This design comes from an exercise in tuning for small area on the open sky130 flow, not from production work.
Function was checked by simulation only, so behaviour that the tests miss may differ from the original.
Power figures rest on the tool's default switching activity, not on a simulated workload.

$ cat design/flow/constraint.sdc
create_clock -name core_clock -period 5.0 [get_ports {turn}]
set_input_delay 1.0000 -clock core_clock [delete_from_list [all_inputs] [get_ports {turn}]]
set_output_delay 1.0000 -clock core_clock [all_outputs]
set_load 0.01 [all_outputs]
$ cat design/flow/run.sh
#!/bin/bash
# synth_recipe.tcl (not shown) runs the flow's synth.tcl, then flattens the netlist and writes it again
# the make line also repeats each setting of config.mk as NAME=value (left out here)
make -C /OpenROAD-flow-scripts/flow DESIGN_CONFIG=/design/flow/config.mk WORK_HOME=/design/flow/orfs CLKGATE_MAP_FILE= SYNTH_SCRIPT=/design/flow/synth_recipe.tcl finish
$ cat design/flow/config.mk
export PLATFORM = sky130hd
export DESIGN_NAME = adventureTop
export DESIGN_NICKNAME = adventureTop
export VERILOG_FILES = /design/flow/design.v
export SDC_FILE = /design/flow/constraint.sdc
export NUM_CORES = 4
export LEC_CHECK = 0
export CAP_MARGIN = 0
export CORE_MARGIN = 2
export CORE_UTILIZATION = 70
export CTS_BUF_LIST = sky130_fd_sc_hd__clkbuf_8
export GPL_TIMING_DRIVEN = 0
export SETUP_SLACK_MARGIN = 0.15
export SLEW_MARGIN = 0
$ cat design/flow/design.v
package adventurePkg;
	typedef logic [9:0] pixelX_t;
	typedef logic [8:0] pixelY_t;
	typedef logic [3:0] roomCoord_t;
	typedef struct packed {
		logic [2:0] red;
		logic [2:0] green;
		logic [1:0] blue;
	} color_t;
	typedef enum logic [1:0] {
		HELD_NONE   = 2'd0,
		HELD_YELLOW = 2'd1,
		HELD_BLACK  = 2'd2
	} heldKey_t;
	localparam int STEP_PERIOD  = 16;
	localparam int STEP_COUNT_W = $clog2(STEP_PERIOD);
	localparam pixelX_t X_MAX        = 10'd624;
	localparam pixelX_t X_MIN        = 10'd16;
	localparam pixelY_t Y_MAX        = 9'd470;
	localparam pixelY_t Y_MIN        = 9'd10;
	localparam pixelX_t ENTRY_LEFT   = 10'd20;
	localparam pixelX_t ENTRY_RIGHT  = 10'd619;
	localparam pixelY_t ENTRY_TOP    = 9'd14;
	localparam pixelY_t ENTRY_BOTTOM = 9'd466;
	localparam roomCoord_t ROOM_LIMIT = 4'd8;
	localparam int PUSH_BACK = 7;
	localparam pixelX_t START_X         = 10'd320;
	localparam pixelY_t START_Y         = 9'd380;
	localparam roomCoord_t START_ROOM_X = 4'd3;
	localparam roomCoord_t START_ROOM_Y = 4'd5;
	localparam int PLAYER_HALF = 9;
	localparam pixelX_t YELLOW_KEY_X         = 10'd128;
	localparam pixelY_t YELLOW_KEY_Y         = 9'd220;
	localparam roomCoord_t YELLOW_KEY_ROOM_X = 4'd3;
	localparam roomCoord_t YELLOW_KEY_ROOM_Y = 4'd5;
	localparam pixelX_t BLACK_KEY_X          = 10'd128;
	localparam pixelY_t BLACK_KEY_Y          = 9'd220;
	localparam roomCoord_t BLACK_KEY_ROOM_X  = 4'd4;
	localparam roomCoord_t BLACK_KEY_ROOM_Y  = 4'd7;
	localparam int KEY_W        = 32;
	localparam int KEY_H        = 8;
	localparam int KEY_ROW      = 4;     
	localparam int CARRY_OFFSET = 15;
	localparam pixelX_t GATE_X = 10'd304;
	localparam pixelY_t GATE_Y = 9'd280;
	localparam int GATE_BARS   = 4;
	localparam int GATE_PITCH  = 10;
	localparam int GATE_BAR_W  = 5;
	localparam int GATE_BAR_H  = 80;
	localparam roomCoord_t YELLOW_CASTLE_X = 4'd3;
	localparam roomCoord_t YELLOW_CASTLE_Y = 4'd5;
	localparam roomCoord_t BLACK_CASTLE_X  = 4'd1;
	localparam roomCoord_t BLACK_CASTLE_Y  = 4'd3;
	localparam pixelX_t UNLOCK_X_LO  = 10'd288;
	localparam pixelX_t UNLOCK_X_HI  = 10'd352;
	localparam pixelY_t UNLOCK_Y     = 9'd360;
	localparam pixelY_t GATE_BLOCK_Y = 9'd352;
	localparam color_t COLOR_YELLOW     = 8'hFC;
	localparam color_t COLOR_BLACK      = 8'h00;
	localparam color_t COLOR_MAZE       = 8'h27;
	localparam color_t COLOR_GREEN      = 8'h1C;
	localparam color_t COLOR_DEFAULT    = 8'hFF;
	localparam color_t COLOR_KEY_ROOM   = 8'hF0;
	localparam color_t COLOR_CHALICE    = 8'h87;
	localparam color_t COLOR_BLACK_YARD = 8'hCC;
	localparam color_t COLOR_LEFT_HALL  = 8'h78;
	localparam color_t COLOR_RIGHT_HALL = 8'h90;
endpackage
import adventurePkg::*;
module adventureTop (
	input  logic       turn,
	input  logic       rst,
	input  logic [3:0] buttons,
	input  adventurePkg::pixelX_t    pixelX,
	input  adventurePkg::pixelY_t    pixelY,
	input  logic       blank,
	input  adventurePkg::color_t     mapPixel,
	output adventurePkg::color_t     color,
	output adventurePkg::roomCoord_t roomX,
	output adventurePkg::roomCoord_t roomY,
	output adventurePkg::color_t     roomColor
);
	localparam int KX = -16;
	localparam int KY = -20;
	localparam int OX = 15 - KX;   
	localparam int QY = -KY;       
	logic [3:0] count;
	logic       step;
	logic       bump;
	logic [9:0] px_n, cx_n, ox_n;
	logic [8:0] py_n, cy_n, oy_n;
	logic       yU, bU;
	logic [1:0] held;
	logic [3:0] rc;      
	function automatic logic [9:0] add10(input logic [9:0] a, input logic [9:0] b);
		logic c;
		c = 1'b0;
		for (int i = 0; i < 10; i++) begin
			add10[i] = a[i] ^ b[i] ^ c;
			c = (a[i] & b[i]) | (a[i] & c) | (b[i] & c);
		end
	endfunction
	function automatic logic [8:0] add9(input logic [8:0] a, input logic [8:0] b);
		logic c;
		c = 1'b0;
		for (int i = 0; i < 9; i++) begin
			add9[i] = a[i] ^ b[i] ^ c;
			c = (a[i] & b[i]) | (a[i] & c) | (b[i] & c);
		end
	endfunction
	function automatic logic [6:0] add6(input logic [5:0] a, input logic [5:0] b);
		logic c;
		c = 1'b0;
		for (int i = 0; i < 6; i++) begin
			add6[i] = a[i] ^ b[i] ^ c;
			c = (a[i] & b[i]) | (a[i] & c) | (b[i] & c);
		end
		add6[6] = c;
	endfunction
	function automatic logic [5:0] add5(input logic [4:0] a, input logic [4:0] b);
		logic c;
		c = 1'b0;
		for (int i = 0; i < 5; i++) begin
			add5[i] = a[i] ^ b[i] ^ c;
			c = (a[i] & b[i]) | (a[i] & c) | (b[i] & c);
		end
		add5[5] = c;
	endfunction
	function automatic logic hz5(input logic [4:0] a, input logic [4:0] b, input logic cin);
		hz5 = ((a[0] ^ b[0]) == cin);
		for (int i = 1; i < 5; i++)
			hz5 = hz5 && ((a[i] ^ b[i]) == (a[i-1] | b[i-1]));
	endfunction
	function automatic logic hz4(input logic [3:0] a, input logic [3:0] b, input logic cin);
		hz4 = ((a[0] ^ b[0]) == cin);
		for (int i = 1; i < 4; i++)
			hz4 = hz4 && ((a[i] ^ b[i]) == (a[i-1] | b[i-1]));
	endfunction
	function automatic logic in10(input logic [9:0] v, input int lo, input int hi);
		logic [9:0] l, h;
		l = 10'(lo);
		h = 10'(hi);
		if (l <= h)
			in10 = v >= l && v <= h;
		else
			in10 = v >= l || v <= h;
	endfunction
	function automatic logic in9(input logic [8:0] v, input int lo, input int hi);
		logic [8:0] l, h;
		l = 9'(lo);
		h = 9'(hi);
		if (l <= h)
			in9 = v >= l && v <= h;
		else
			in9 = v >= l || v <= h;
	endfunction
	function automatic logic pxIn(input logic [9:0] v, input int lo, input int hi);
		pxIn = in10(v, -(hi + KX), -(lo + KX));
	endfunction
	function automatic logic pyIn(input logic [8:0] v, input int lo, input int hi);
		pyIn = in9(v, -(hi + KY), -(lo + KY));
	endfunction
	function automatic logic [9:0] pxRep(input int x);
		pxRep = 10'(-(x + KX));
	endfunction
	function automatic logic [8:0] pyRep(input int y);
		pyRep = 9'(-(y + KY));
	endfunction
	function automatic logic [3:0] roomCode(input logic [3:0] x, input logic [3:0] y);
		adventurePkg::color_t c;
		if (x == 4'd3 && y <= 4'd5)
			c = COLOR_YELLOW;
		else if (x == 4'd4 && y == 4'd7)
			c = COLOR_KEY_ROOM;
		else if (x == 4'd1 && y == 4'd1)
			c = COLOR_CHALICE;
		else if (x == 4'd1 && y == 4'd2)
			c = COLOR_BLACK_YARD;
		else if (x == 4'd1 && y == 4'd3)
			c = COLOR_BLACK;
		else if (x == 4'd1 || (x == 4'd2 && y < 4'd6))
			c = COLOR_MAZE;
		else if (x == 4'd2 && y == 4'd6)
			c = COLOR_LEFT_HALL;
		else if (x == 4'd3 && y == 4'd6)
			c = COLOR_GREEN;
		else if (x == 4'd4 && y == 4'd6)
			c = COLOR_RIGHT_HALL;
		else
			c = COLOR_DEFAULT;
		roomCode = {c[7], c[5], c[3], c[1]};
	endfunction
	assign roomColor[7] = rc[3];
	assign roomColor[5] = rc[2];
	assign roomColor[3] = rc[1];
	assign roomColor[1] = rc[0];
	assign roomColor[0] = rc[0];
	assign roomColor[2] = rc[0] | (rc[1] & (rc[3] | ~rc[2]));
	assign roomColor[4] = rc[2] ? (rc[3] | ~rc[0]) : ((rc[3] ^ rc[1]) & ~rc[0]);
	assign roomColor[6] = (rc[2] & (rc[3] | ~rc[0])) | (rc[3] & rc[1] & ~rc[0]);
	function automatic logic keyShape(input logic [5:0] e, input logic ez,
			input logic [4:0] f, input logic fz, input logic [9:0] kx, input logic [8:0] ky);
		logic top, mid, low;
		logic sA, sB, sC, sD, sE;
		sA = !in10(kx, OX + 23, OX + 32);   
		sB = !in10(kx, OX + 1, OX + 24);    
		sC = !in10(kx, OX + 29, OX + 32);   
		sD = !in10(kx, OX + 1, OX + 4);     
		sE = !in10(kx, OX + 9, OX + 12);    
		top = fz && f >= 5'(QY - 4) && f <= 5'(QY - 1) && !in9(ky, QY - 3, QY);
		mid = fz && f >= 5'(QY) && f <= 5'(QY + 3) && !in9(ky, QY + 1, QY + 4);
		low = fz && f >= 5'(QY + 4) && f <= 5'(QY + 7) && !in9(ky, QY + 5, QY + 8);
		keyShape = ez && ((top && sA && e >= 6'(OX + 22) && e <= 6'(OX + 32))
			|| (mid && ((sB && e >= 6'(OX) && e <= 6'(OX + 24)) || (sC && e >= 6'(OX + 28) && e <= 6'(OX + 32))))
			|| (low && ((sD && e >= 6'(OX) && e <= 6'(OX + 4)) || (sE && e >= 6'(OX + 8) && e <= 6'(OX + 12))
				|| (sA && e >= 6'(OX + 22) && e <= 6'(OX + 32)))));
	endfunction
	logic [6:0] ecX, eoX;
	logic [5:0] epX, epY, ecY, eoY;
	logic ecXz, eoXz, epXz, epYz, ecYz, eoYz;
	logic inYRoom, inBRoom, inBCastle;
	logic gateBar, gateShown, gateZone;
	logic shapeC, shapeO, yellowHit, blackHit, playerHit;
	assign epX = add5(pixelX[4:0], px_n[4:0]);   
	assign epXz = hz5(pixelX[9:5], px_n[9:5], epX[5]);
	assign epY = add5(pixelY[4:0], py_n[4:0]);   
	assign epYz = hz4(pixelY[8:5], py_n[8:5], epY[5]);
	assign ecX = add6(pixelX[5:0], cx_n[5:0]);
	assign ecXz = hz4(pixelX[9:6], cx_n[9:6], ecX[6]);
	assign ecY = add5(pixelY[4:0], cy_n[4:0]);
	assign ecYz = hz4(pixelY[8:5], cy_n[8:5], ecY[5]);
	assign eoX = add6(pixelX[5:0], ox_n[5:0]);
	assign eoXz = hz4(pixelX[9:6], ox_n[9:6], eoX[6]);
	assign eoY = add5(pixelY[4:0], oy_n[4:0]);
	assign eoYz = hz4(pixelY[8:5], oy_n[8:5], eoY[5]);
	assign inYRoom   = roomX == 4'd3 && roomY == 4'd5;
	assign inBRoom   = roomX == 4'd4 && roomY == 4'd7;
	assign inBCastle = roomX == 4'd1 && roomY == 4'd3;
	assign gateShown = (inYRoom && !yU) || (inBCastle && !bU);
	assign gateBar = ((pixelX[9:6] == 4'd4 && ((pixelX[5:0] >= 6'd48 && pixelX[5:0] <= 6'd52)
			|| (pixelX[5:0] >= 6'd58 && pixelX[5:0] <= 6'd62)))
		|| (pixelX[9:6] == 4'd5 && ((pixelX[5:0] >= 6'd4 && pixelX[5:0] <= 6'd8)
			|| (pixelX[5:0] >= 6'd14 && pixelX[5:0] <= 6'd18))))
		&& pixelY >= 9'd280 && pixelY <= 9'd360;
	assign shapeC = keyShape(ecX[5:0], ecXz, ecY[4:0], ecYz, cx_n, cy_n);
	assign shapeO = keyShape(eoX[5:0], eoXz, eoY[4:0], eoYz, ox_n, oy_n);
	assign yellowHit = !yU && (inYRoom || held == 2'd1) && (held == 2'd1 ? shapeC : shapeO);
	assign blackHit  = !bU && (inBRoom || held == 2'd2) && (held == 2'd2 ? shapeC : shapeO);
	assign playerHit = pxIn(px_n, 9, 1014) && epXz && epX[4:0] >= 5'(OX - 24) && epX[4:0] <= 5'(OX - 7)
		&& pyIn(py_n, 9, 502) && epYz && epY[4:0] >= 5'(QY - 9) && epY[4:0] <= 5'(QY + 8);
	assign gateZone = pxIn(px_n, 289, 1023) && pyIn(py_n, 0, 351);
	always_ff @(posedge turn) begin
		if (rst) begin
			color <= '0;
			bump <= 1'b0;
		end else if (blank) begin
			color <= '0;
		end else begin
			if (gateShown && gateBar)
				color <= COLOR_BLACK;
			else if (yellowHit)
				color <= COLOR_YELLOW;
			else if (blackHit)
				color <= COLOR_BLACK;
			else if (playerHit)
				color <= roomColor;
			else
				color <= mapPixel;
			if (playerHit) begin
				if (inYRoom && gateZone)
					bump <= !yU;
				else if (inBCastle && gateZone)
					bump <= !bU;
				else
					bump <= mapPixel == roomColor;
			end
		end
	end
	always_ff @(posedge turn) begin
		if (rst) begin
			count <= '0;
			step <= 1'b0;
		end else begin
			count <= count + 4'd1;
			step <= count == 4'd15;
		end
	end
	logic [3:0] rightRoomX, rightRoomY, leftRoomX, leftRoomY;
	logic [9:0] nX;
	logic [8:0] nY;
	always_comb begin
		rightRoomX = roomX + 4'd1;
		rightRoomY = roomY;
		leftRoomX = roomX - 4'd1;
		leftRoomY = roomY;
		if (roomX == 4'd1 && roomY == 4'd6) begin
			rightRoomX = 4'd1;
			rightRoomY = 4'd4;
			leftRoomX = 4'd2;
			leftRoomY = 4'd4;
		end else if (roomX == 4'd2 && roomY == 4'd5) begin
			rightRoomX = 4'd1;
			rightRoomY = 4'd5;
		end else if (roomX == 4'd2 && roomY == 4'd4) begin
			rightRoomX = 4'd1;
			rightRoomY = 4'd6;
		end else if (roomX == 4'd1 && roomY == 4'd5) begin
			leftRoomX = 4'd2;
			leftRoomY = 4'd5;
		end else if (roomX == 4'd1 && roomY == 4'd4) begin
			leftRoomX = 4'd1;
			leftRoomY = 4'd6;
		end
	end
	logic mvX, mvY, negX, negY;
	logic [9:0] dX;
	logic [8:0] dY;
	logic goR, goD, goU, goL;
	always_comb begin
		mvX = step && ((buttons[3] && pxIn(px_n, 17, 1023)) || (buttons[0] && pxIn(px_n, 0, 623)));
		negX = (buttons[3] && pxIn(px_n, 17, 1023)) ? bump : !bump;
		dX = {{7{mvX & negX}}, {2{mvX & (bump ^ negX)}}, mvX};
		nX = add10(px_n, dX);
		mvY = step && ((buttons[2] && pyIn(py_n, 11, 511)) || (buttons[1] && pyIn(py_n, 0, 469)));
		negY = (buttons[2] && pyIn(py_n, 11, 511)) ? bump : !bump;
		dY = {{6{mvY & negY}}, {2{mvY & (bump ^ negY)}}, mvY};
		nY = add9(py_n, dY);
		goR = step && pxIn(px_n, 624, 1023) && roomX != 4'd8;
		goD = step && !goR && pyIn(py_n, 470, 511) && roomY != 4'd8;
		goU = step && !goR && !goD && pyIn(py_n, 0, 10) && roomY != 4'd0;
		goL = step && !goR && !goD && !goU && pxIn(px_n, 0, 16) && roomX != 4'd0;
	end
	always_ff @(posedge turn) begin
		if (rst) begin
			px_n <= pxRep(START_X);
			py_n <= pyRep(START_Y);
			roomX <= START_ROOM_X;
			roomY <= START_ROOM_Y;
			rc <= roomCode(START_ROOM_X, START_ROOM_Y);
		end else begin
			px_n <= goR ? pxRep(ENTRY_LEFT) : goL ? pxRep(ENTRY_RIGHT) : nX;
			py_n <= goD ? pyRep(ENTRY_TOP) : goU ? pyRep(ENTRY_BOTTOM) : nY;
			if (goR) begin
				roomX <= rightRoomX;
				roomY <= rightRoomY;
			end else if (goD) begin
				roomY <= roomY + 4'd1;
			end else if (goU) begin
				roomY <= roomY - 4'd1;
			end else if (goL) begin
				roomX <= leftRoomX;
				roomY <= leftRoomY;
			end
			if (step)
				rc <= roomCode(roomX, roomY);
		end
	end
	logic onO, atUnlock, pickO, pick;
	logic [9:0] dkX;
	logic [8:0] dkY;
	assign dkX = add10(ox_n, ~px_n);
	assign dkY = add9(oy_n, ~py_n);
	assign onO = !pxIn(ox_n, 977, 1008) && in10(dkX, 15, 45)
		&& in9(oy_n, -503 - KY, -4 - KY) && in9(dkY, -4, 6);
	assign atUnlock = pxIn(px_n, 289, 351) && pyIn(py_n, 0, 359);
	assign pickO = onO && (held == 2'd1 ? (inBRoom && !bU)
		: held == 2'd2 ? (inYRoom && !yU) : (inYRoom || inBRoom));
	always_ff @(posedge turn)
		pick <= pickO;
	always_ff @(posedge turn) begin
		if (step && pick) begin
			cx_n <= ox_n;
			cy_n <= oy_n;
		end else if (step && held != 2'd0) begin
			cx_n <= px_n;
			cy_n <= py_n;
		end
	end
	always_ff @(posedge turn) begin
		if (rst) begin
			ox_n <= pxRep(YELLOW_KEY_X - 15);
			oy_n <= pyRep(YELLOW_KEY_Y);
			yU <= 1'b0;
			bU <= 1'b0;
			held <= 2'd0;
		end else if (step) begin
			if (held == 2'd0) begin
				if (pick)
					held <= inYRoom ? 2'd1 : 2'd2;
			end else begin
				if (pick) begin
					held <= ~held;
					ox_n <= px_n;
					oy_n <= py_n;
				end
				if (held == 2'd1 && inYRoom && atUnlock)
					yU <= 1'b1;
				if (held == 2'd2 && inBCastle && atUnlock)
					bU <= 1'b1;
			end
		end
	end
endmodule
==> impl_results.html, run 1 <==
<table>
<tr><th>Metric</th><th>Value</th></tr>
<tr><th colspan="2">CTS</th></tr>
<tr><td>Number of sinks driven by the clock tree</td><td>88</td></tr>
<tr><td>Quantity of hold-fixing buffers added after cts</td><td>0</td></tr>
<tr><td>TritonCTS clock tree</td><td>done</td></tr>
<tr><td>Master cell of the clock root buffer</td><td>clkbuf_8</td></tr>
<tr><td>Worst skew pair latency</td><td>380 ps</td></tr>
<tr><td>Clock transition at the registers of the reported paths</td><td>90 ps</td></tr>
<tr><td>Largest buffer count on any clock path</td><td>2</td></tr>
<tr><td>TritonCTS buffer count</td><td>9</td></tr>
<tr><td>H-tree depth</td><td>3</td></tr>
<tr><th colspan="2">Drt</th></tr>
<tr><td>Routed length per instance</td><td>21.5 µm</td></tr>
<tr><td>Number of routed nets with antenna violations</td><td>0</td></tr>
<tr><td>Sum of routed wire segments on met1</td><td>8410 µm</td></tr>
<tr><td>Detailed Routing Iterations Pass 1</td><td>6</td></tr>
<tr><td>Total number of vias</td><td>7327</td></tr>
<tr><td>Top routing layer used</td><td>met4</td></tr>
<tr><td>Met3 routed wirelength</td><td>2420 µm</td></tr>
<tr><td>DRC violation total after the first TritonRoute iteration</td><td>876</td></tr>
<tr><td>Sum of met2 wire segment lengths after detailed routing</td><td>10800 µm</td></tr>
<tr><td>DR vias/cell</td><td>6.80</td></tr>
<tr><td>Routed wire length</td><td>23200 µm</td></tr>
<tr><td>Drt drc</td><td>0</td></tr>
<tr><th colspan="2">Yosys</th></tr>
<tr><td>Mean post-synth cell area</td><td>8.65 µm²</td></tr>
<tr><td>Synth Cell Area</td><td>0.00748 mm²</td></tr>
<tr><td>Nets in the synthesized netlist</td><td>994</td></tr>
<tr><td>Synth top area share</td><td>0.185</td></tr>
<tr><td>Number of flops mapped to enable cells by yosys</td><td>19</td></tr>
<tr><td>Sequential cell area fraction in the yosys report</td><td>0.261</td></tr>
<tr><td>Yosys warnings</td><td>1</td></tr>
<tr><td>Synth Flop Type</td><td>dfxtp_1</td></tr>
<tr><td>Post-synth cell types</td><td>76</td></tr>
<tr><td>Library cell with the largest summed area after synthesis</td><td>dfxtp_1</td></tr>
<tr><td>Async S/R FF share, synth</td><td>0</td></tr>
<tr><td>Most used standard cell by instance count after synthesis</td><td>nand2_1</td></tr>
<tr><td>Top post-synthesis cells by area</td><td>dfxtp_1 18%, fa_1 15%, edfxtp_1 7.6%</td></tr>
<tr><td>Top cell types by occurrence after synthesis</td><td>94 x nand2_1, 91 x inv_1, 69 x dfxtp_1</td></tr>
<tr><td>Number of instances in the synthesized netlist</td><td>865</td></tr>
<tr><td>Post-synthesis sequential element count</td><td>88</td></tr>
<tr><th colspan="2">STA</th></tr>
<tr><td>F_max</td><td>208 MHz</td></tr>
<tr><td>Final setup skew</td><td>13.9 ps</td></tr>
<tr><td>Max_slew headroom</td><td>0.315</td></tr>
<tr><td>Hold slack final</td><td>473 ps</td></tr>
<tr><td>Number of endpoints failing setup at the final stage</td><td>0</td></tr>
<tr><td>Unrepaired setup endpoints after global routing</td><td>true</td></tr>
<tr><td>Pins Over Slew Limit</td><td>0</td></tr>
<tr><td>Transition at the pin with the smallest max-transition slack</td><td>1030 ps</td></tr>
<tr><td>Fin. Hold Viols</td><td>0</td></tr>
<tr><td>Clock period minus final worst setup slack</td><td>4810 ps</td></tr>
<tr><td>Post-route fraction of the period consumed by the critical path</td><td>0.961</td></tr>
<tr><th colspan="2">Placed design</th></tr>
<tr><td>Input/output buffers</td><td>57</td></tr>
<tr><td>Cell count after placement</td><td>1058</td></tr>
<tr><td>RePlAce Congestion</td><td>0.942</td></tr>
<tr><td>Placement-stage cell area</td><td>0.00822 mm²</td></tr>
<tr><td>Detailed placement HPWL</td><td>16900 µm</td></tr>
<tr><th colspan="2">Pwr</th></tr>
<tr><td>Static leakage</td><td>3.52 nW</td></tr>
<tr><td>P per Cell Area</td><td>172 mW/mm²</td></tr>
<tr><td>Worst vdd rail ir drop</td><td>0.170 mV</td></tr>
<tr><th colspan="2">Setup path</th></tr>
<tr><td>Critical path data arrival time</td><td>5070 ps</td></tr>
<tr><td>Reg2Reg Setup Slack</td><td>190 ps</td></tr>
<tr><td>CP endpoint kind</td><td>flip-flop</td></tr>
<tr><td>CP max stage delay</td><td>460 ps</td></tr>
<tr><td>Capture point of the worst path</td><td>pick</td></tr>
<tr><td>Maximum fanout along the worst path</td><td>7</td></tr>
<tr><td>Path length in cells of the critical path</td><td>15</td></tr>
<tr><td>Count of buffering cells on the critical path with inverters included</td><td>3</td></tr>
<tr><td>Cell mode on critical path</td><td>fa_1</td></tr>
<tr><td>Category of the critical setup timing path</td><td>flip-flop to flip-flop</td></tr>
<tr><td>CP Cell Sequence</td><td>inv_1 &gt; ha_1 &gt; inv_1 &gt; fa_1 &gt; inv_1 &gt; fa_1 &gt; fa_1 &gt; fa_1 &gt; fa_1 &gt; fa_1 &gt; fa_1 &gt; or4_1 &gt; nor4_1 &gt; a41oi_1 &gt; nor4_2</td></tr>
<tr><td>Launching point of the worst reg2reg path</td><td>py_n[0]</td></tr>
<tr><td>Endpoint required time on the critical path</td><td>5260 ps</td></tr>
<tr><td>Max stage delay cell, worst path</td><td>fa_1</td></tr>
<tr><td>Largest delay share family, worst path</td><td>adder cells</td></tr>
<tr><td>Path depth of the worst reg2reg path</td><td>15</td></tr>
<tr><td>Kind of start point of the critical path</td><td>flip-flop</td></tr>
<tr><td>Worst setup startpoint</td><td>py_n[0]</td></tr>
<tr><td>Reg2reg end</td><td>pick</td></tr>
<tr><th colspan="2">Floorplanning</th></tr>
<tr><td>Overall die area</td><td>0.0115 mm²</td></tr>
<tr><td>Die W</td><td>107 µm</td></tr>
<tr><td>Effective utilization at floorplan</td><td>0.721</td></tr>
<tr><td>Placement Rows</td><td>37</td></tr>
<tr><td>Y dimension of the die</td><td>107 µm</td></tr>
<tr><td>Ports</td><td>58</td></tr>
<tr><td>Standard cell core area</td><td>0.0104 mm²</td></tr>
<tr><th colspan="2">Global route</th></tr>
<tr><td>Sum of overflow across all layers after global routing</td><td>0</td></tr>
<tr><td>Number of global-route vias before repair</td><td>7323</td></tr>
<tr><td>Pin count of the biggest net entering global routing</td><td>20</td></tr>
<tr><td>Global Route Usage Sum</td><td>0.411</td></tr>
<tr><td>Wire length of the first global-routing pass</td><td>36400 µm</td></tr>
<tr><td>Number of antenna violations at the first check in global routing</td><td>0</td></tr>
<tr><th colspan="2">Flow run</th></tr>
<tr><td>Max-capacitance violation count</td><td>0</td></tr>
<tr><th colspan="2">Layout</th></tr>
<tr><td># nets final</td><td>1067</td></tr>
<tr><td>Synth-to-Final Area Change</td><td>15.7%</td></tr>
<tr><td>ANT cells</td><td>0</td></tr>
<tr><td>Area used by multi-input combinational logic</td><td>0.00522 mm²</td></tr>
<tr><td>Final design area excluding fillers</td><td>0.00866 mm²</td></tr>
<tr><td>Non-filler cells in the finished layout</td><td>1078</td></tr>
<tr><td>Sequential cell area</td><td>0.00196 mm²</td></tr>
<tr><td>Utilization after layout</td><td>0.835</td></tr>
<tr><td>Number of fill cells in the layout</td><td>627</td></tr>
<tr><td>Fraction of layout cells with a size suffix above 1</td><td>0.103</td></tr>
<tr><th colspan="2">Min path</th></tr>
<tr><td>Worst hold path type</td><td>flip-flop to flip-flop</td></tr>
<tr><th colspan="2">Status</th></tr>
<tr><td>Run status</td><td>complete, no violations</td></tr>
</table>
## sequential cells by signal, indices dropped and copies added, names as in the netlist, 2 cells and up
| name | flops |
|---|---|
| color | 8 |
| count | 4 |
| cx_n | 10 |
| cy_n | 9 |
| held | 2 |
| ox_n | 10 |
| oy_n | 9 |
| px_n | 10 |
| py_n | 9 |
| rc | 4 |
| roomX | 4 |
| roomY | 4 |
## layout by cell type, fill, tap and decap left out, types with 11 or more instances in the layout
| cell | count |
|---|---|
| nand3_1 | 20 |
| clkbuf_1 | 27 |
| a21oi_1 | 35 |
| nor4_1 | 11 |
| o21ai_0 | 46 |
| fa_1 | 46 |
| edfxtp_1 | 19 |
| xnor2_1 | 29 |
| nand2_1 | 93 |
| mux2_2 | 12 |
| ha_1 | 38 |
| dfxtp_1 | 63 |
| inv_1 | 90 |
| o211ai_1 | 17 |
| nor2_1 | 63 |
| clkbuf_8 | 12 |
| xor2_1 | 21 |
| nor3_1 | 24 |
| clkdlybuf4s50_1 | 54 |
## worst min-delay path by stage
stage | startpoint | endpoint | slack [ps] | cells after the start
2_1_floorplan | count[0] | count[0] | 420 | 1
3_3_place_gp | count[0] | count[0] | 430 | 1
3_5_place_dp | count[0] | count[0] | 460 | 1
4_1_cts | count[0] | count[0] | 470 | 1
5_1_grt | count[0] | count[0] | 500 | 1
6_report | count[0] | count[0] | 470 | 1
## logic make-up after synthesis
group | count (synthesis) | share of synthesized area
AO/OA/AOI/OAI | 196 | 0.176
XOR/XNOR | 51 | 0.0597
adder cells (fa/ha/maj) | 96 | 0.216
buffers and inverters | 125 | 0.0671
flip-flops | 88 | 0.261
multiplexers | 18 | 0.0263
AND/OR/NAND/NOR | 291 | 0.193
## cell type report
cell class                 instances  area share
multi-input combinational        652       0.603
sequential                        88       0.227
timing repair buffer              62      0.0689
inverter                          91      0.0395
tap                              136      0.0197
clock buffer                      12      0.0191
buffer                            34      0.0185
clock inverter                     3     0.00477
## metal layers
layer | vias to the layer above | track usage
met5 | - | 0
met3 | 149 | 0.100
li1 | 3174 | -
met2 | 567 | 0.684
met4 | 0 | 0.223
met1 | 3437 | 0.489
## metrics by stage
step / setup WS [ps] / setup TNS (ps) / total power [mW]
5_1_grt: 55.1 / 0 / 1.53
6_report: 194 / 0 / 1.49
3_3_place_gp: -1050 / -6550 / 0.930
4_1_cts: 152 / 0 / 1.46
2_1_floorplan: 303 / 0 / 0.860
3_5_place_dp: -1160 / -7460 / 0.942
## repair_timing
action / in CTS / in global routing
setup endpoints to repair: 11 / 14
pin swaps: 7 / 15
resized for setup: 31 / 32
buffers inserted: 1 / 4
## worst register-to-register path, delay by kind of cell, from the launching register on
kind | cells | cell delay, ps
compound gates | 1 | 150
fa+ha+maj | 8 | 2810
buf+inv | 3 | 210
flops | 1 | 400
simple gates | 3 | 1130
## power breakdown
group | total (mW) | internal, mW | switching, mW | leakage (nW)
clock | 0.543 | 0.268 | 0.275 | 0.106
combinational | 0.216 | 0.0938 | 0.122 | 2.69
sequential | 0.727 | 0.725 | 0.00224 | 0.726
total | 1.49 | 1.09 | 0.400 | 3.52
==> inputs of run 2 (changes only) <==
==> design/flow/flow/run.sh (new file) <==
#!/bin/bash
# Layout flow: the standard flow, except that the port buffers are the
# smallest buffer cell (the standard flow picks a larger delay buffer).
# The flow's output goes to standard.log here; each step's log is kept in
# orfs/logs/ by the flow scripts.
set -o pipefail
bash standard.sh finish "BUFFER_PORTS_ARGS=-buffer_cell sky130_fd_sc_hd__buf_1" > standard.log 2>&1
==> design/flow/standard.sh (new file) <==
#!/bin/bash
# synth_recipe.tcl (not shown) runs the flow's synth.tcl, then flattens the netlist and writes it again
# the make line also repeats each setting of config.mk as NAME=value (left out here)
make -C /OpenROAD-flow-scripts/flow DESIGN_CONFIG=/design/flow/config.mk WORK_HOME=/design/flow/orfs CLKGATE_MAP_FILE= SYNTH_SCRIPT=/design/flow/synth_recipe.tcl "${@:-finish}"
removed: design/flow/run.sh
==> run 2 against run 1 <==
Net effect:
- still clean on timing, DRC and antenna
- die area unchanged
- combinational power down 12%
- register-to-register slack worse by 97 ps
- critical endpoint is now px_n[9]
- largest cell class unchanged
==> impl_results.html, run 2 <==
<table>
<tr><th>Metric</th><th>Value</th></tr>
<tr><th colspan="2">Floorplanning</th></tr>
<tr><td>Overall die area</td><td>0.0115 mm²</td></tr>
<tr><td>Die W</td><td>107 µm</td></tr>
<tr><td>Placement Rows</td><td>37</td></tr>
<tr><td>Y dimension of the die</td><td>107 µm</td></tr>
<tr><td>Effective utilization at floorplan</td><td>0.721</td></tr>
<tr><td>Ports</td><td>58</td></tr>
<tr><td>Standard cell core area</td><td>0.0104 mm²</td></tr>
<tr><th colspan="2">Global route</th></tr>
<tr><td>Sum of overflow across all layers after global routing</td><td>0</td></tr>
<tr><td>Pin count of the biggest net entering global routing</td><td>20</td></tr>
<tr><td>Number of global-route vias before repair</td><td>6938</td></tr>
<tr><td>Number of antenna violations at the first check in global routing</td><td>0</td></tr>
<tr><td>Wire length of the first global-routing pass</td><td>34100 µm</td></tr>
<tr><td>Global Route Usage Sum</td><td>0.384</td></tr>
<tr><th colspan="2">STA</th></tr>
<tr><td>Post-route fraction of the period consumed by the critical path</td><td>0.981</td></tr>
<tr><td>Fin. Hold Viols</td><td>0</td></tr>
<tr><td>Final setup skew</td><td>8.97 ps</td></tr>
<tr><td>Pins Over Slew Limit</td><td>0</td></tr>
<tr><td>Clock period minus final worst setup slack</td><td>4900 ps</td></tr>
<tr><td>Number of endpoints failing setup at the final stage</td><td>0</td></tr>
<tr><td>Unrepaired setup endpoints after global routing</td><td>true</td></tr>
<tr><td>Max_slew headroom</td><td>0.334</td></tr>
<tr><td>Transition at the pin with the smallest max-transition slack</td><td>998 ps</td></tr>
<tr><td>F_max</td><td>204 MHz</td></tr>
<tr><th colspan="2">CTS</th></tr>
<tr><td>Master cell of the clock root buffer</td><td>clkbuf_8</td></tr>
<tr><td>Quantity of hold-fixing buffers added after cts</td><td>0</td></tr>
<tr><td>Number of sinks driven by the clock tree</td><td>88</td></tr>
<tr><td>Clock transition at the registers of the reported paths</td><td>100 ps</td></tr>
<tr><td>Largest buffer count on any clock path</td><td>2</td></tr>
<tr><td>H-tree depth</td><td>3</td></tr>
<tr><td>Worst skew pair latency</td><td>390 ps</td></tr>
<tr><td>TritonCTS clock tree</td><td>done</td></tr>
<tr><td>TritonCTS buffer count</td><td>9</td></tr>
<tr><th colspan="2">Setup path</th></tr>
<tr><td>CP endpoint kind</td><td>flip-flop</td></tr>
<tr><td>CP Cell Sequence</td><td>buf_6 &gt; or4_4 &gt; a211o_4 &gt; nand2_4 &gt; a21oi_4 &gt; ha_2 &gt; fa_2 &gt; fa_2 &gt; inv_2 &gt; fa_2 &gt; fa_2 &gt; inv_2 &gt; fa_2 &gt; inv_2 &gt; fa_2 &gt; inv_2 &gt; fa_2 &gt; fa_2 &gt; xnor2_2 &gt; xnor2_1 &gt; o21ai_1</td></tr>
<tr><td>Count of buffering cells on the critical path with inverters included</td><td>5</td></tr>
<tr><td>Endpoint required time on the critical path</td><td>5270 ps</td></tr>
<tr><td>Largest delay share family, worst path</td><td>adder cells</td></tr>
<tr><td>Max stage delay cell, worst path</td><td>or4_4</td></tr>
<tr><td>Category of the critical setup timing path</td><td>flip-flop to flip-flop</td></tr>
<tr><td>Maximum fanout along the worst path</td><td>4</td></tr>
<tr><td>Cell mode on critical path</td><td>fa_2</td></tr>
<tr><td>CP max stage delay</td><td>530 ps</td></tr>
<tr><td>Critical path data arrival time</td><td>5170 ps</td></tr>
<tr><td>Kind of start point of the critical path</td><td>flip-flop</td></tr>
<tr><th colspan="2">Yosys</th></tr>
<tr><td>Top post-synthesis cells by area</td><td>dfxtp_1 18%, fa_1 15%, edfxtp_1 7.6%</td></tr>
<tr><td>Top cell types by occurrence after synthesis</td><td>94 x nand2_1, 91 x inv_1, 69 x dfxtp_1</td></tr>
<tr><td>Yosys warnings</td><td>1</td></tr>
<tr><td>Sequential cell area fraction in the yosys report</td><td>0.261</td></tr>
<tr><td>Most used standard cell by instance count after synthesis</td><td>nand2_1</td></tr>
<tr><td>Mean post-synth cell area</td><td>8.65 µm²</td></tr>
<tr><td>Nets in the synthesized netlist</td><td>994</td></tr>
<tr><td>Number of instances in the synthesized netlist</td><td>865</td></tr>
<tr><td>Post-synth cell types</td><td>76</td></tr>
<tr><td>Post-synthesis sequential element count</td><td>88</td></tr>
<tr><td>Library cell with the largest summed area after synthesis</td><td>dfxtp_1</td></tr>
<tr><td>Synth Cell Area</td><td>0.00748 mm²</td></tr>
<tr><td>Synth top area share</td><td>0.185</td></tr>
<tr><td>Number of flops mapped to enable cells by yosys</td><td>19</td></tr>
<tr><td>Synth Flop Type</td><td>dfxtp_1</td></tr>
<tr><td>Async S/R FF share, synth</td><td>0</td></tr>
<tr><th colspan="2">Placed design</th></tr>
<tr><td>Placement-stage cell area</td><td>0.00787 mm²</td></tr>
<tr><td>Detailed placement HPWL</td><td>16600 µm</td></tr>
<tr><td>Input/output buffers</td><td>57</td></tr>
<tr><td>RePlAce Congestion</td><td>0.951</td></tr>
<tr><th colspan="2">Status</th></tr>
<tr><td>Run status</td><td>complete, no violations</td></tr>
<tr><th colspan="2">Drt</th></tr>
<tr><td>Detailed Routing Iterations Pass 1</td><td>6</td></tr>
<tr><td>DR vias/cell</td><td>6.72</td></tr>
<tr><td>Total number of vias</td><td>7313</td></tr>
<tr><td>Routed length per instance</td><td>20.9 µm</td></tr>
<tr><td>Number of routed nets with antenna violations</td><td>0</td></tr>
<tr><td>Routed wire length</td><td>22700 µm</td></tr>
<tr><td>DRC violation total after the first TritonRoute iteration</td><td>972</td></tr>
<tr><td>Drt drc</td><td>0</td></tr>
<tr><th colspan="2">Layout</th></tr>
<tr><td>ANT cells</td><td>0</td></tr>
<tr><td># nets final</td><td>1076</td></tr>
<tr><td>Most common cell after layout, fill and taps aside</td><td>nand2_1</td></tr>
<tr><td>Top library cells by usage in the layout, fill and taps aside</td><td>93 x nand2_1, 87 x inv_1, 63 x nor2_1, 62 x dfxtp_1, 55 x buf_1</td></tr>
<tr><td>Final design area excluding fillers</td><td>0.00837 mm²</td></tr>
<tr><td>Fraction of layout cells with a size suffix above 1</td><td>0.116</td></tr>
<tr><td>Synth-to-Final Area Change</td><td>11.9%</td></tr>
<tr><td>Top Registers</td><td>cx_n x10, ox_n x10, px_n x10</td></tr>
<tr><th colspan="2">Pwr</th></tr>
<tr><td>P per Cell Area</td><td>172 mW/mm²</td></tr>
<tr><td>Total Power Consumption</td><td>1.44 mW</td></tr>
<tr><td>Static leakage</td><td>3.39 nW</td></tr>
<tr><td>Worst vdd rail ir drop</td><td>0.135 mV</td></tr>
<tr><th colspan="2">Flow run</th></tr>
<tr><td>Max-capacitance violation count</td><td>0</td></tr>
<tr><th colspan="2">Min path</th></tr>
<tr><td>Worst hold path type</td><td>flip-flop to flip-flop</td></tr>
</table>
## run 2: cell counts after synthesis
Identical to the previous run, type by type.
## run 2: layout make-up
type / instances / area, µm²
clock buffers: 9 / 124
well taps: 136 / 170
multi-input cells: 652 / 5220
plain buffers: 34 / 160
inverters: 91 / 342
flip-flops and latches: 88 / 1970
fillers: 686 / 2000
clock inverters: 7 / 71.3
repair buffers: 71 / 324
## run 2: where the power goes
group          switching, mW  total [mW]  internal (mW)
Sequential           0.00208       0.727          0.725
Clock                  0.291       0.523          0.232
Combinational          0.116       0.191         0.0745
Total                  0.409        1.44           1.03
## run 2: metal layers
metal  GRT usage  vias up  part of all wire
li1            -     3204                 -
met2       0.665      538              0.47
met3      0.0575      152             0.099
met5           0        -                 0
met4       0.185        0             0.065
met1       0.469     3419              0.36
## run 2: path summary, 6_finish.rpt
| check | startpoint | endpoint | slack [ps] | cells after the start |
|---|---|---|---|---|
| worst min register to register | count[0] | count[0] | 480 | 1 |
| worst min-delay path | count[0] | count[0] | 480 | 1 |
| worst max-delay path | px_n[9] | px_n[9] | 100 | 21 |
| worst max register to register | px_n[9] | px_n[9] | 100 | 21 |
## run 2: stage by stage
step           instances   util  setup slack, ps  hold WS, ps  setup TNS (ps)
6_report            1088  0.807             96.5          483               0
2_1_floorplan        865      -              303          418               0
3_3_place_gp        1058  0.758             -721          428           -3770
4_1_cts             1077  0.788              162          479               0
3_5_place_dp        1058  0.759             -841          466           -5220
5_1_grt             1088  0.807             30.9          505               0
## run 2: cells by family (layout without fill, tap and decap cells)
kind of cell	Yosys count	after routing	synth area share
DFF	88	88	0.261
and+or+nand+nor	291	291	0.193
xor gates and xnor gates	51	51	0.0597
adders and majority gates	96	96	0.216
AOI/OAI and AO/OA	196	196	0.176
muxes	18	18	0.0263
buffers and inverters	125	212	0.0671
## run 2: repair_timing
action                                  in CTS  in global routing
resized for setup                           27                 33
endpoints found under the setup margin      11                 14
endpoints found under the hold margin        0                  0
buffers inserted                             3                 11
pin swaps                                    8                 19
==> inputs of run 3 (changes only) <==
==> design/flow/flow/run.sh (replaced) <==
#!/bin/bash
# Layout flow: the standard flow, except that the port buffers are the
# smallest buffer cell and clock tree synthesis uses larger sink clusters and
# no dummy loads. The flow's output goes to standard.log here; each step's
# log is kept in orfs/logs/ by the flow scripts.
set -o pipefail
bash standard.sh finish "BUFFER_PORTS_ARGS=-buffer_cell sky130_fd_sc_hd__buf_1" \
	"CTS_ARGS=-sink_clustering_enable -repair_clock_nets -buf_list sky130_fd_sc_hd__clkbuf_8 -dont_use_dummy_load -sink_clustering_size 20 -sink_clustering_max_diameter 80" \
	> standard.log 2>&1
==> run 3 against run 2 <==
Net effect:
- maximum frequency is 0.41% lower
- global-route usage shrank 0.64 points
- highest routed layer unchanged
- largest cell class unchanged
- sequential share of layout area rose by 0.15 points
- clock skew is 14 ps higher
- clock-buffer cell count did not move
- worst setup slack worse by 20 ps
- first-iteration DRC count down 5.7%
- design area shrank 0.82%
- combinational power hardly changed
- register-to-register slack got worse by 20 ps
- sequential power about the same
==> impl_results.html, run 3 <==
<table>
<tr><th>Metric</th><th>Value</th></tr>
<tr><th colspan="2">Status</th></tr>
<tr><td>Run status</td><td>complete, no violations</td></tr>
<tr><th colspan="2">Floorplanning</th></tr>
<tr><td>Effective utilization at floorplan</td><td>0.721</td></tr>
<tr><td>Placement Rows</td><td>37</td></tr>
<tr><td>Ports</td><td>58</td></tr>
<tr><td>Die W</td><td>107 µm</td></tr>
<tr><td>Standard cell core area</td><td>0.0104 mm²</td></tr>
<tr><td>Overall die area</td><td>0.0115 mm²</td></tr>
<tr><td>Y dimension of the die</td><td>107 µm</td></tr>
<tr><th colspan="2">Yosys</th></tr>
<tr><td>Nets in the synthesized netlist</td><td>994</td></tr>
<tr><td>Area share of xor/xnor cells in the synthesized design</td><td>0.0597</td></tr>
<tr><td>Adder and majority cell fraction of the synthesized area</td><td>0.216</td></tr>
<tr><td>Async S/R FF share, synth</td><td>0</td></tr>
<tr><td>Post-synthesis compound-gate area fraction</td><td>0.176</td></tr>
<tr><td>Synth Flop Type</td><td>dfxtp_1</td></tr>
<tr><td>Simple-gate share of the synthesized area</td><td>0.193</td></tr>
<tr><td>Post-synthesis sequential element count</td><td>88</td></tr>
<tr><td>Synth Cell Area</td><td>0.00748 mm²</td></tr>
<tr><td>Post-synth cell types</td><td>76</td></tr>
<tr><td>Library cell with the largest summed area after synthesis</td><td>dfxtp_1</td></tr>
<tr><td>Sequential cell area fraction in the yosys report</td><td>0.261</td></tr>
<tr><td>Largest family of logic cells by synthesized area</td><td>adder cells</td></tr>
<tr><td>Proportion of synthesized area in mux cells</td><td>0.0263</td></tr>
<tr><td>Top cell types by occurrence after synthesis</td><td>94 x nand2_1, 91 x inv_1, 69 x dfxtp_1</td></tr>
<tr><td>Number of instances in the synthesized netlist</td><td>865</td></tr>
<tr><td>Synth top area share</td><td>0.185</td></tr>
<tr><td>Number of flops mapped to enable cells by yosys</td><td>19</td></tr>
<tr><td>Top post-synthesis cells by area</td><td>dfxtp_1 18%, fa_1 15%, edfxtp_1 7.6%</td></tr>
<tr><td>Mean post-synth cell area</td><td>8.65 µm²</td></tr>
<tr><td>Yosys warnings</td><td>1</td></tr>
<tr><td>Most used standard cell by instance count after synthesis</td><td>nand2_1</td></tr>
<tr><th colspan="2">Setup path</th></tr>
<tr><td>Endpoint required time on the critical path</td><td>5250 ps</td></tr>
<tr><td>CP endpoint kind</td><td>flip-flop</td></tr>
<tr><td>Kind of start point of the critical path</td><td>flip-flop</td></tr>
<tr><td>Category of the critical setup timing path</td><td>flip-flop to flip-flop</td></tr>
<tr><td>Maximum fanout along the worst path</td><td>3</td></tr>
<tr><td>Critical path data arrival time</td><td>5180 ps</td></tr>
<tr><th colspan="2">CTS</th></tr>
<tr><td>Number of sinks driven by the clock tree</td><td>88</td></tr>
<tr><td>Clock transition at the registers of the reported paths</td><td>90 ps</td></tr>
<tr><td>Master cell of the clock root buffer</td><td>clkbuf_8</td></tr>
<tr><td>H-tree depth</td><td>3</td></tr>
<tr><td>TritonCTS clock tree</td><td>done</td></tr>
<tr><td>Largest buffer count on any clock path</td><td>2</td></tr>
<tr><td>Worst skew pair latency</td><td>380 ps</td></tr>
<tr><td>TritonCTS buffer count</td><td>9</td></tr>
<tr><th colspan="2">STA</th></tr>
<tr><td>Unrepaired setup endpoints after global routing</td><td>true</td></tr>
<tr><td>Number of endpoints failing setup at the final stage</td><td>0</td></tr>
<tr><td>Transition at the pin with the smallest max-transition slack</td><td>1030 ps</td></tr>
<tr><td>Final setup skew</td><td>23.1 ps</td></tr>
<tr><td>Max_slew headroom</td><td>0.311</td></tr>
<tr><td>Fin. Hold Viols</td><td>0</td></tr>
<tr><td>Pins Over Slew Limit</td><td>0</td></tr>
<tr><td>Post-route fraction of the period consumed by the critical path</td><td>0.985</td></tr>
<tr><td>F_max</td><td>203 MHz</td></tr>
<tr><td>Hold slack final</td><td>476 ps</td></tr>
<tr><td>Clock period minus final worst setup slack</td><td>4920 ps</td></tr>
<tr><th colspan="2">Global route</th></tr>
<tr><td>Pin count of the biggest net entering global routing</td><td>20</td></tr>
<tr><td>Global Route Usage Sum</td><td>0.378</td></tr>
<tr><td>Sum of overflow across all layers after global routing</td><td>0</td></tr>
<tr><td>Wire length of the first global-routing pass</td><td>33500 µm</td></tr>
<tr><td>Number of antenna violations at the first check in global routing</td><td>0</td></tr>
<tr><td>Number of global-route vias before repair</td><td>6872</td></tr>
<tr><th colspan="2">Drt</th></tr>
<tr><td>Routed wire length</td><td>21900 µm</td></tr>
<tr><td>Number of routed nets with antenna violations</td><td>0</td></tr>
<tr><td>Routed length per instance</td><td>20.3 µm</td></tr>
<tr><td>Detailed Routing Iterations Pass 1</td><td>7</td></tr>
<tr><td>Total number of vias</td><td>7122</td></tr>
<tr><td>DRC violation total after the first TritonRoute iteration</td><td>917</td></tr>
<tr><td>DR vias/cell</td><td>6.59</td></tr>
<tr><td>Drt drc</td><td>0</td></tr>
<tr><th colspan="2">Placed design</th></tr>
<tr><td>Placement-stage cell area</td><td>0.00787 mm²</td></tr>
<tr><td>Input/output buffers</td><td>57</td></tr>
<tr><td>RePlAce Congestion</td><td>0.951</td></tr>
<tr><td>Detailed placement HPWL</td><td>16600 µm</td></tr>
<tr><th colspan="2">Layout</th></tr>
<tr><td>Top Registers</td><td>cx_n x10, ox_n x10, px_n x10</td></tr>
<tr><td>Fraction of layout cells with a size suffix above 1</td><td>0.109</td></tr>
<tr><td>Most common cell after layout, fill and taps aside</td><td>nand2_1</td></tr>
<tr><td>Sequential cell area</td><td>0.00196 mm²</td></tr>
<tr><td>Area used by multi-input combinational logic</td><td>0.00522 mm²</td></tr>
<tr><td>Top library cells by usage in the layout, fill and taps aside</td><td>93 x nand2_1, 87 x inv_1, 63 x nor2_1, 63 x dfxtp_1, 55 x buf_1</td></tr>
<tr><td># nets final</td><td>1075</td></tr>
<tr><td>Number of fill cells in the layout</td><td>692</td></tr>
<tr><td>ANT cells</td><td>0</td></tr>
<tr><td>Final design area excluding fillers</td><td>0.00830 mm²</td></tr>
<tr><td>Synth-to-Final Area Change</td><td>11.0%</td></tr>
<tr><th colspan="2">Pwr</th></tr>
<tr><td>Static leakage</td><td>3.36 nW</td></tr>
<tr><td>Total Power Consumption</td><td>1.33 mW</td></tr>
<tr><td>Worst vdd rail ir drop</td><td>0.145 mV</td></tr>
<tr><td>P per Cell Area</td><td>160 mW/mm²</td></tr>
<tr><th colspan="2">Min path</th></tr>
<tr><td>Worst hold path type</td><td>flip-flop to flip-flop</td></tr>
<tr><th colspan="2">Flow run</th></tr>
<tr><td>Max-capacitance violation count</td><td>0</td></tr>
</table>
-- run 3: metal layers --
layer / vias to the layer above / track usage / part of all wire
li1: 3190 / - / -
met1: 3331 / 0.464 / 0.37
met2: 486 / 0.653 / 0.48
met3: 115 / 0.0563 / 0.097
met4: 0 / 0.177 / 0.053
met5: - / 0 / 0
-- run 3: cells by family after synthesis --
logic type               after synthesis
AO/OA/AOI/OAI                        196
XOR/XNOR                              51
adder cells (fa/ha/maj)               96
buffers and inverters                125
flip-flops                            88
multiplexers                          18
AND/OR/NAND/NOR                      291
-- run 3: path summary, 6_finish.rpt --
check                              start  endpoint  slack, ps  depth (start not counted)
worst max-delay path             px_n[9]   px_n[9]         80                         21
worst min-delay path            count[0]  count[0]        480                          1
worst max register to register   px_n[9]   px_n[9]         80                         21
worst min register to register  count[0]  count[0]        480                          1
-- run 3: timing repair --
item                       CTS  global route
gates resized for setup     30            31
hold buffers                 0             0
buffers inserted             3            10
pin swaps                   11            24
setup endpoints to repair   11            14
-- run 3: power breakdown --
group | total (mW) | leakage [nW] | internal (mW) | switching (mW)
logic | 0.193 | 2.57 | 0.0762 | 0.116
clock network | 0.408 | 0.0647 | 0.162 | 0.246
registers | 0.727 | 0.725 | 0.725 | 0.00202
-- run 3: area by class of cell --
cell class | instances | area share
timing repair buffer | 70 | 0.0381
multi-input combinational | 652 | 0.629
tap | 136 | 0.0205
buffer | 34 | 0.0199
sequential | 88 | 0.236
inverter | 91 | 0.0411
clock buffer | 9 | 0.0149
-- run 3: worst max-delay path, cell delays in order (launching register included) --
cell and delay [ps]:
dfxtp_2 340, buf_8 120, or4_4 520, a211o_4 370
nand2_4 100, a21oi_4 70, ha_2 210, fa_2 360
fa_2 370, inv_2 70, fa_2 210, fa_2 210
inv_2 40, fa_2 330, inv_2 70, fa_2 190
inv_2 40, fa_2 380, fa_2 370, xnor2_2 140
xnor2_1 180, o21ai_1 70
-- run 3: metrics by stage --
step / instances / TNS [ps] / worst slack [ps] / utilization
6_report: 1080 / 0 / 76.4 / 0.801
3_3_place_gp: 1058 / -3770 / -721 / 0.758
3_5_place_dp: 1058 / -5220 / -841 / 0.759
2_1_floorplan: 865 / 0 / 303 / -
5_1_grt: 1080 / 0 / 20.5 / 0.801
4_1_cts: 1070 / 0 / 155 / 0.781
==> inputs of run 4 (changes only) <==
==> design/flow/flow/run.sh (replaced) <==
#!/bin/bash
# Layout flow: the standard flow, except that the port buffers are the
# smallest buffer cell and clock tree synthesis uses larger sink clusters and
# no dummy loads. The flow's output goes to standard.log here; each step's
# log is kept in orfs/logs/ by the flow scripts.
set -o pipefail
bash standard.sh finish "BUFFER_PORTS_ARGS=-buffer_cell sky130_fd_sc_hd__buf_1" \
	"CTS_ARGS=-sink_clustering_enable -repair_clock_nets -buf_list sky130_fd_sc_hd__clkbuf_16 -dont_use_dummy_load -sink_clustering_size 30 -sink_clustering_max_diameter 120" \
	> standard.log 2>&1
==> run 4 against run 3 <==
Net effect:
- clock power rose by 42%
- critical path type unchanged
- flip-flop and latch count unchanged
- worst setup slack gained 96 ps
- global-route usage rose by 0.92 points
- total power grew 13%
- clock-buffer cell count is the same
- largest power group unchanged
- critical path depth did not move
- wire length rose by 1.4%
- die area unchanged
- sequential power hardly changed
- sequential share of layout area is 0.15 points lower
- register-to-register slack improved by 96 ps
==> impl_results.html, run 4 <==
<table>
<tr><th>Metric</th><th>Value</th></tr>
<tr><th colspan="2">STA</th></tr>
<tr><td>Pins Over Slew Limit</td><td>0</td></tr>
<tr><td>Transition at the pin with the smallest max-transition slack</td><td>1000 ps</td></tr>
<tr><td>Hold slack final</td><td>481 ps</td></tr>
<tr><td>Unrepaired setup endpoints after global routing</td><td>true</td></tr>
<tr><td>Fin. Hold Viols</td><td>0</td></tr>
<tr><td>Max_slew headroom</td><td>0.330</td></tr>
<tr><td>Final total negative setup slack</td><td>0 ps</td></tr>
<tr><td>Clock period minus final worst setup slack</td><td>4830 ps</td></tr>
<tr><td>F_max</td><td>207 MHz</td></tr>
<tr><td>Post-route fraction of the period consumed by the critical path</td><td>0.966</td></tr>
<tr><td>Number of endpoints failing setup at the final stage</td><td>0</td></tr>
<tr><td>Final setup skew</td><td>15.3 ps</td></tr>
<tr><th colspan="2">Drt</th></tr>
<tr><td>Routed length per instance</td><td>20.7 µm</td></tr>
<tr><td>Routed wire length</td><td>22300 µm</td></tr>
<tr><td>Total number of vias</td><td>7213</td></tr>
<tr><td>Number of routed nets with antenna violations</td><td>0</td></tr>
<tr><td>DR vias/cell</td><td>6.71</td></tr>
<tr><td>Detailed Routing Iterations Pass 1</td><td>5</td></tr>
<tr><td>Drt drc</td><td>0</td></tr>
<tr><td>DRC violation total after the first TritonRoute iteration</td><td>817</td></tr>
<tr><th colspan="2">Floorplanning</th></tr>
<tr><td>Ports</td><td>58</td></tr>
<tr><td>Standard cell core area</td><td>0.0104 mm²</td></tr>
<tr><td>Placement Rows</td><td>37</td></tr>
<tr><td>Overall die area</td><td>0.0115 mm²</td></tr>
<tr><td>Y dimension of the die</td><td>107 µm</td></tr>
<tr><td>Effective utilization at floorplan</td><td>0.721</td></tr>
<tr><td>Die W</td><td>107 µm</td></tr>
<tr><th colspan="2">Yosys</th></tr>
<tr><td>Post-synthesis sequential element count</td><td>88</td></tr>
<tr><td>Library cell with the largest summed area after synthesis</td><td>dfxtp_1</td></tr>
<tr><td>Synth top area share</td><td>0.185</td></tr>
<tr><td>Sequential cell area fraction in the yosys report</td><td>0.261</td></tr>
<tr><td>Mean post-synth cell area</td><td>8.65 µm²</td></tr>
<tr><td>Number of instances in the synthesized netlist</td><td>865</td></tr>
<tr><td>Async S/R FF share, synth</td><td>0</td></tr>
<tr><td>Nets in the synthesized netlist</td><td>994</td></tr>
<tr><td>Synth Cell Area</td><td>0.00748 mm²</td></tr>
<tr><td>Post-synth cell types</td><td>76</td></tr>
<tr><td>Most used standard cell by instance count after synthesis</td><td>nand2_1</td></tr>
<tr><td>Top cell types by occurrence after synthesis</td><td>94 x nand2_1, 91 x inv_1, 69 x dfxtp_1</td></tr>
<tr><td>Synth Flop Type</td><td>dfxtp_1</td></tr>
<tr><td>Top post-synthesis cells by area</td><td>dfxtp_1 18%, fa_1 15%, edfxtp_1 7.6%</td></tr>
<tr><td>Yosys warnings</td><td>1</td></tr>
<tr><td>Number of flops mapped to enable cells by yosys</td><td>19</td></tr>
<tr><th colspan="2">Placed design</th></tr>
<tr><td>RePlAce Congestion</td><td>0.951</td></tr>
<tr><td>Detailed placement HPWL</td><td>16600 µm</td></tr>
<tr><td>Cell count after placement</td><td>1058</td></tr>
<tr><td>Input/output buffers</td><td>57</td></tr>
<tr><th colspan="2">CTS</th></tr>
<tr><td>TritonCTS buffer count</td><td>9</td></tr>
<tr><td>Largest buffer count on any clock path</td><td>2</td></tr>
<tr><td>Worst skew pair latency</td><td>350 ps</td></tr>
<tr><td>TritonCTS clock tree</td><td>done</td></tr>
<tr><td>Clock transition at the registers of the reported paths</td><td>60 ps</td></tr>
<tr><td>Number of sinks driven by the clock tree</td><td>88</td></tr>
<tr><td>Master cell of the clock root buffer</td><td>clkbuf_16</td></tr>
<tr><td>H-tree depth</td><td>3</td></tr>
<tr><th colspan="2">Pwr</th></tr>
<tr><td>Total Power Consumption</td><td>1.50 mW</td></tr>
<tr><td>Worst vdd rail ir drop</td><td>0.147 mV</td></tr>
<tr><td>Static leakage</td><td>3.38 nW</td></tr>
<tr><td>P per Cell Area</td><td>180 mW/mm²</td></tr>
<tr><th colspan="2">Setup path</th></tr>
<tr><td>CP max stage delay</td><td>540 ps</td></tr>
<tr><td>Count of buffering cells on the critical path with inverters included</td><td>5</td></tr>
<tr><td>Maximum fanout along the worst path</td><td>3</td></tr>
<tr><td>Category of the critical setup timing path</td><td>flip-flop to flip-flop</td></tr>
<tr><td>Max stage delay cell, worst path</td><td>or4_4</td></tr>
<tr><td>Cell mode on critical path</td><td>fa_2</td></tr>
<tr><td>Critical path data arrival time</td><td>5040 ps</td></tr>
<tr><td>Kind of start point of the critical path</td><td>flip-flop</td></tr>
<tr><td>CP Cell Sequence</td><td>buf_6 &gt; or4_4 &gt; a211o_4 &gt; nand2_4 &gt; a21oi_4 &gt; ha_2 &gt; fa_2 &gt; fa_2 &gt; inv_2 &gt; fa_2 &gt; fa_2 &gt; inv_2 &gt; fa_2 &gt; inv_2 &gt; fa_2 &gt; inv_2 &gt; fa_2 &gt; fa_2 &gt; xnor2_2 &gt; xnor2_1 &gt; o21ai_1</td></tr>
<tr><td>Largest delay share family, worst path</td><td>adder cells</td></tr>
<tr><td>CP endpoint kind</td><td>flip-flop</td></tr>
<tr><td>Endpoint required time on the critical path</td><td>5210 ps</td></tr>
<tr><th colspan="2">Min path</th></tr>
<tr><td>Worst hold path type</td><td>flip-flop to flip-flop</td></tr>
<tr><th colspan="2">Global route</th></tr>
<tr><td>Pin count of the biggest net entering global routing</td><td>20</td></tr>
<tr><td>Global Route Usage Sum</td><td>0.387</td></tr>
<tr><td>Wire length of the first global-routing pass</td><td>34400 µm</td></tr>
<tr><td>Sum of overflow across all layers after global routing</td><td>0</td></tr>
<tr><td>Number of global-route vias before repair</td><td>7021</td></tr>
<tr><td>Number of antenna violations at the first check in global routing</td><td>0</td></tr>
<tr><th colspan="2">Layout</th></tr>
<tr><td>ANT cells</td><td>0</td></tr>
<tr><td>Top Registers</td><td>cx_n x10, ox_n x10, px_n x10</td></tr>
<tr><td>Synth-to-Final Area Change</td><td>11.6%</td></tr>
<tr><td>Top library cells by usage in the layout, fill and taps aside</td><td>93 x nand2_1, 87 x inv_1, 64 x nor2_1, 63 x dfxtp_1, 55 x buf_1</td></tr>
<tr><td>Non-filler cells in the finished layout</td><td>1075</td></tr>
<tr><td># nets final</td><td>1070</td></tr>
<tr><td>Most common cell after layout, fill and taps aside</td><td>nand2_1</td></tr>
<tr><td>Fraction of layout cells with a size suffix above 1</td><td>0.103</td></tr>
<tr><th colspan="2">Status</th></tr>
<tr><td>Run status</td><td>complete, no violations</td></tr>
<tr><th colspan="2">Flow run</th></tr>
<tr><td>Max-capacitance violation count</td><td>0</td></tr>
</table>
-- run 4: worst register-to-register path: cells and delay by family, from the launching register on --
kind / cells / cell delay (ps)
and+or+nand+nor: 2 / 650
xor gates and xnor gates: 2 / 310
adders and majority gates: 9 / 2530
DFF: 1 / 330
AOI/OAI and AO/OA: 3 / 510
buffers and inverters: 5 / 370
-- run 4: cells by family after synthesis --
group	count (synthesis)	synth area share
AOI/OAI and AO/OA	196	0.176
buffers and inverters	125	0.0671
and+or+nand+nor	291	0.193
xor gates and xnor gates	51	0.0597
adders and majority gates	96	0.216
DFF	88	0.261
muxes	18	0.0263
-- run 4: layer usage --
metal	vias to the layer above	wire (µm)	global-route usage
met5	-	0	0
met4	0	1220	0.213
met3	110	2060	0.0623
met2	493	10700	0.660
met1	3422	8240	0.467
li1	3188	-	-
-- run 4: metrics by stage --
stage               setup slack (ps)  cell area, µm²  utilization
detailed placement              -841            7870        0.759
floorplan                        303            7480            -
finish                           172            8350        0.805
CTS                              151            8190        0.790
global placement                -721            7870        0.758
global route                    50.7            8350        0.805
-- run 4: final cells by class --
| type | instances | area [µm²] |
|---|---|---|
| Buffer | 34 | 161 |
| Timing Repair Buffer | 65 | 285 |
| Sequential cell | 88 | 1960 |
| Clock buffer | 9 | 225 |
| Fill cell | 677 | 2020 |
| Multi-Input combinational cell | 652 | 5200 |
| Inverter | 91 | 342 |
| Tap cell | 136 | 170 |
-- run 4: report_power, final --
group / switching, mW / internal (mW)
registers: 0.00201 / 0.727
logic: 0.117 / 0.0755
clock network: 0.263 / 0.317
-- run 4: final timing paths --
check	depth (start not counted)	to	startpoint	slack (ps)
worst max-delay path	21	px_n[9]	px_n[9]	170
worst min-delay path	1	count[0]	count[0]	480
worst max register to register	21	px_n[9]	px_n[9]	170
worst min register to register	1	count[0]	count[0]	480
-- run 4: timing repair --
item,CTS,global route
endpoints found under the setup margin,11,14
gates resized for setup,24,34
cloned,0,0
hold endpoints to repair,0,0
pin swaps,8,12
buffers inserted,3,5
hold buffers,0,0

what the ideal ports hide:
The results above use ideal ports. As a check the final layouts listed here were re-extracted and re-timed, cells and wires unchanged.
Step 1 sets driving cells, clkbuf_16 on the clock port and buf_2 on the other inputs (assumed; they add their load-dependent delay and slew).
Step 2 adds t to the input delays and takes it off the output delays; t is the mean of the earliest and latest rising clock arrival at the registers after step 1. Input paths then give back, and output paths get back, about the clock's delay inside the block.
Three values: ideal ports, drivers, drivers and shift; two values: the first two.
run | t (ns) | setup slack, ns | cell pins on the clock port's net
run 1 | 0.407 | 0.194 / 0.194 / -0.141 | 1
run 2 | 0.421 | 0.096 / 0.096 / -0.185 | 1
run 3 | 0.407 | 0.076 / 0.076 / -0.050 | 1
run 4 | 0.385 | 0.172 / 0.172 / -0.116 | 1
With both steps, setup timing fails in every run listed, where it was met with ideal ports. For run 1, which loses most, drivers alone change the setup slack by 0.000 ns; drivers and shift together by -0.335 ns.
